What follows belongs to an exercise in optimizing a design on an open flow for small area; a production flow would make more cautious choices.
Only simulation tests tie the RTL to the original design; equivalence was not proved.
No activity file was given, so power comes from the tool's default toggle rates. The flow treats the clock pin as an ideal source, which a real chip does not have.

run a:
==> flow/design.v <==
`default_nettype none
module dmem_responder #(
  parameter int DEPTH   = 32,   
  parameter int LATENCY = 2     
) (
  input  logic        clk,
  input  logic        reset,
  input  logic        req_valid,
  output logic        req_ready,
  input  logic        req_write,
  input  logic [31:0] req_addr,
  input  logic [31:0] req_wdata,
  input  logic [3:0]  req_be,
  output logic        resp_valid,
  input  logic        resp_ready,
  output logic [31:0] resp_rdata,
  output logic        resp_err
);
  localparam int AW = $clog2(DEPTH);
  localparam int NW = LATENCY - 1;
  logic          resp_q;             
  logic [NW-1:0] wait_q;             
  logic          idle;
  logic          accept;
  assign idle       = ~resp_q & ~(|wait_q);
  assign req_ready  = idle & ~reset;
  assign accept     = req_valid & req_ready;
  assign resp_valid = resp_q;
  always_ff @(posedge clk) begin
    for (int i = 0; i < NW; i++) begin
      if (reset)       wait_q[i] <= 1'b0;
      else if (i == 0) wait_q[i] <= accept;
      else             wait_q[i] <= wait_q[(i == 0) ? 0 : i - 1];
    end
  end
  always_ff @(posedge clk) begin
    if (reset) resp_q <= 1'b0;
    else       resp_q <= wait_q[NW-1] | (resp_q & ~resp_ready);
  end
  logic [1:0]    clr_q;
  logic          clr;                
  logic          clr_rd;             
  always_ff @(posedge clk) begin
    clr_q <= {clr_q[0], reset};
  end
  assign clr    = reset | (|clr_q);
  assign clr_rd = |clr_q;
  logic          in_err;
  logic          in_ld;
  assign in_err = (|req_addr[1:0]) | (|req_addr[31:AW+2]);
  assign in_ld  = ~req_write & ~in_err;
  logic [AW-1:0] rot_q;              
  always_ff @(posedge clk) begin
    if (reset) rot_q <= '0;
    else       rot_q <= rot_q + AW'(1);
  end
  logic [AW-1:0] pos_q, pos;         
  logic          ld_q, ld;           
  logic          st_q;               
  logic          err_q;
  logic          late_q;             
  logic [3:0]    be_q;
  assign pos = idle ? req_addr[AW+1:2] + rot_q : pos_q;
  assign ld  = idle ? in_ld : ld_q;
  always_ff @(posedge clk) begin
    pos_q <= pos + AW'(1);
    if (idle) begin
      ld_q  <= in_ld;
      err_q <= in_err;
      be_q  <= req_be;
    end
  end
  always_ff @(posedge clk) begin
    if (reset)     st_q <= 1'b0;
    else if (idle) st_q <= req_valid & req_write & ~in_err;
  end
  assign resp_err = err_q;
  logic [31:0]      slot_q [DEPTH];
  logic [31:0]      data_q;          
  logic [DEPTH-1:0] rsel;
  logic [DEPTH-1:0] at_tap;
  genvar p, b;
  generate
    for (p = 0; p < DEPTH; p++) begin : g_slot
      localparam int S = (p == 0) ? DEPTH - 1 : p - 1;    
      localparam bit S_SRC = ((S % 3) == 0) && (S <= DEPTH - 2);
      if (S_SRC) begin : g_ins
        logic ins;
        assign ins = st_q & ~reset & (pos_q == AW'(S));
        for (b = 0; b < 4; b++) begin : g_byte
          logic load, keep;
          assign load = ins & be_q[b];
          assign keep = ~clr & ~load;
          always_ff @(posedge clk) begin
            slot_q[p][8*b +: 8] <= (slot_q[S][8*b +: 8] & {8{keep}})
                                 | (data_q[8*b +: 8] & {8{load}});
          end
        end
      end else begin : g_pass
        always_ff @(posedge clk) begin
          slot_q[p] <= slot_q[S];
        end
      end
      if (p % 2 == 0) begin : g_notap
        assign rsel[p]   = 1'b0;
        assign at_tap[p] = 1'b0;
      end else begin : g_tap
        assign at_tap[p] = (pos == AW'(p));
        assign rsel[p]   = ld & ~clr_rd & at_tap[p];
      end
    end
  endgenerate
  logic [31:0] rd;
  logic        wr;
  logic [3:0]  fwd;
  assign wr = idle & req_write;
  always_comb begin
    for (int k = 0; k < 4; k++) begin
      fwd[k] = st_q & (pos_q == pos) & be_q[k];
    end
    rd = '0;
    for (int i = 0; i < DEPTH; i++) begin
      rd = rd | (slot_q[i] & {32{rsel[i]}});
    end
    for (int k = 0; k < 4; k++) begin
      rd[8*k +: 8] = (rd[8*k +: 8] & {8{~fwd[k]}})
                   | (data_q[8*k +: 8] & {8{ld & fwd[k]}})
                   | (req_wdata[8*k +: 8] & {8{wr}});
    end
  end
  always_ff @(posedge clk) begin
    if (idle) late_q <= in_ld & ~(|at_tap);
    if (idle | (wait_q[0] & late_q)) data_q <= rd;
  end
  assign resp_rdata = data_q & {32{ld_q}};
endmodule
`default_nettype wire
Settings: LEC_CHECK=0, CAP_MARGIN=20, CORE_MARGIN=2, CORE_UTILIZATION=70, SLEW_MARGIN=20, CTS_ARGS=-sink_clustering_enable -repair_clock_nets -dont_use_dummy_load -sink_clustering_size 30 -sink_clustering_max_diameter 80, BUFFER_PORTS_ARGS=-buffer_cell sky130_fd_sc_hd__buf_1; clock period 5.0 ns.
standard.sh (not shown) runs the stock make flow with config.mk's settings and CLKGATE_MAP_FILE= SYNTH_SCRIPT=/design/flow/synth_recipe.tcl, a recipe that flattens the netlist after the stock synthesis.
==> flow/flow/run.sh <==
#!/bin/bash
# Layout flow: the standard ORFS flow (standard.sh), with two changes:
#  - CTS without dummy loads (they only add area to balance the tree), with
#    the sink clustering of config.mk;
#  - port buffers use a plain small buffer instead of a delay cell.
# Each tool's full output stays in ORFS's own logs under orfs/logs/; the make
# output goes to standard.log.
set -euo pipefail
cat >> config.mk <<'EOC'
export CTS_ARGS = -sink_clustering_enable -repair_clock_nets -dont_use_dummy_load -sink_clustering_size 30 -sink_clustering_max_diameter 80
export BUFFER_PORTS_ARGS = -buffer_cell sky130_fd_sc_hd__buf_1
EOC
bash standard.sh > standard.log 2>&1
diff inputs: run a => run b
==> flow/design.v, changed modules only <==
module dmem_responder #(
  parameter int DEPTH   = 32,   
  parameter int LATENCY = 2     
) (
  input  logic        clk,
  input  logic        reset,
  input  logic        req_valid,
  output logic        req_ready,
  input  logic        req_write,
  input  logic [31:0] req_addr,
  input  logic [31:0] req_wdata,
  input  logic [3:0]  req_be,
  output logic        resp_valid,
  input  logic        resp_ready,
  output logic [31:0] resp_rdata,
  output logic        resp_err
);
  localparam int AW = $clog2(DEPTH);
  localparam int NW = LATENCY - 1;
  logic          resp_q;             
  logic [NW-1:0] wait_q;             
  logic          idle;
  logic          accept;
  assign idle       = ~resp_q & ~(|wait_q);
  assign req_ready  = idle & ~reset;
  assign accept     = req_valid & req_ready;
  assign resp_valid = resp_q;
  always_ff @(posedge clk) begin
    for (int i = 0; i < NW; i++) begin
      if (reset)       wait_q[i] <= 1'b0;
      else if (i == 0) wait_q[i] <= accept;
      else             wait_q[i] <= wait_q[(i == 0) ? 0 : i - 1];
    end
  end
  always_ff @(posedge clk) begin
    if (reset) resp_q <= 1'b0;
    else       resp_q <= wait_q[NW-1] | (resp_q & ~resp_ready);
  end
  logic          in_err;
  logic          in_ld;
  assign in_err = (|req_addr[1:0]) | (|req_addr[31:AW+2]);
  assign in_ld  = ~req_write & ~in_err;
  logic [AW-1:0] rot_q;              
  logic [AW-1:0] pos_q;              
  logic [AW-1:0] pos;                
  logic          ld;                 
  always_ff @(posedge clk) begin
    if (reset) rot_q <= '0;
    else       rot_q <= rot_q + AW'(1);
  end
  logic          ld_q;               
  logic          st_q;               
  logic          err_q;
  logic          late_q;             
  logic [3:0]    be_q;
  assign pos = idle ? req_addr[AW+1:2] + rot_q : pos_q;
  assign ld  = idle ? in_ld : ld_q;
  always_ff @(posedge clk) begin
    pos_q <= pos + AW'(1);
    if (idle) begin
      ld_q  <= in_ld;
      err_q <= in_err;
      be_q  <= req_be;
    end
  end
  always_ff @(posedge clk) begin
    if (reset)     st_q <= 1'b0;
    else if (idle) st_q <= req_valid & req_write & ~in_err;
  end
  assign resp_err = err_q;
  logic [31:0]      slot_q [DEPTH];
  logic [DEPTH-1:0] vld_q;
  logic [DEPTH-1:0] rsel;
  logic [DEPTH-1:0] at_src;
  genvar p, b;
  generate
    for (p = 0; p < DEPTH; p++) begin : g_slot
      localparam int S = (p == 0) ? DEPTH - 1 : p - 1;    
      localparam bit S_SRC = ((S % 3) == 0) && (S <= DEPTH - 2);
      localparam bit P_SRC = ((p % 3) == 0) && (p <= DEPTH - 2);
      if (S_SRC) begin : g_ins
        logic ins;
        assign ins = st_q & (pos_q == AW'(S));
        always_ff @(posedge clk) begin
          vld_q[p] <= ~reset & (vld_q[S] | ins);
        end
        for (b = 0; b < 4; b++) begin : g_byte
          logic we;
          assign we = ins & (be_q[b] | ~vld_q[S]);
          always_ff @(posedge clk) begin
            slot_q[p][8*b +: 8] <= we ? data_q[8*b +: 8] : slot_q[S][8*b +: 8];
          end
        end
      end else begin : g_pass
        always_ff @(posedge clk) begin
          vld_q[p]  <= ~reset & vld_q[S];
          slot_q[p] <= slot_q[S];
        end
      end
      if (P_SRC) begin : g_notap
        assign rsel[p] = 1'b0;
      end else begin : g_tap
        assign rsel[p] = ld & vld_q[p] & (pos == AW'(p));
      end
      assign at_src[p] = P_SRC && (pos == AW'(p));
    end
  endgenerate
  logic [31:0] rd;
  logic [31:0] data_q;
  logic        st_in;
  assign st_in = idle & req_write;
  always_comb begin
    for (int b = 0; b < 4; b++) begin
      rd[8*b +: 8] = req_wdata[8*b +: 8] & {8{st_in & req_be[b]}};
    end
    for (int i = 0; i < DEPTH; i++) begin
      rd = rd | (slot_q[i] & {32{rsel[i]}});
    end
  end
  always_ff @(posedge clk) begin
    if (idle) late_q <= in_ld & (|at_src);
    if (idle | (wait_q[0] & late_q)) data_q <= rd;
  end
  assign resp_rdata = data_q & {32{ld_q}};
endmodule
==> summary.txt <==
Setup TNS of run b is on par with run a.
Sequential share of layout area, run a and run b, higher one = run a.
In the flow results for run a and run b, the portion of the clock cycle consumed by the worst path in the final layout is larger on run a.
Taking run a as the reference, in run b worst setup slack after layout up 0.029 ns; overall die area went up about 2.1%.
Number of cells on the worst reg-to-reg path: run b < run a
Re cell depth of the worst setup path: run a and run b aren't equal, and the lower value belongs to run b.
Comparing run a and run b, the higher power in combinational cells is on run a.
Comparing run a and run b, the higher die outline width was measured on run b.
As far as adder-cell share of the synthesized area is concerned, run a and run b perform about the same.

==> what the ideal ports hide <==
The flow's constraints put no driver on any port. The routed layouts listed below were extracted and timed again, unchanged, in two steps.
Step 1, drivers: a clkbuf_16 drives clk and a buf_2 each remaining input, both assumed.
Step 2, shift: input delay + t, output delay - t, t = (earliest + latest rising clock arrival at the registers) / 2. This alone moves slack from input paths to output paths.
a / b / c = no drivers / after step 1 / after step 2; a / b = the first two.
| run | t, ns | setup slack, ns | worst setup path after step 2 | worst register clock-pin slew, ns |
|---|---|---|---|---|
| run a | 0.663 | 0.695 / 0.730 / 0.066 | input to register | 0.12 / 0.12 |
| run b | 0.667 | 0.724 / 0.724 / 0.115 | input to register | 0.12 / 0.12 |
After both steps setup and hold are still met in every run listed. The setup slack of run a, which loses most, moves by +0.035 ns with the drivers and by -0.629 ns with both steps.
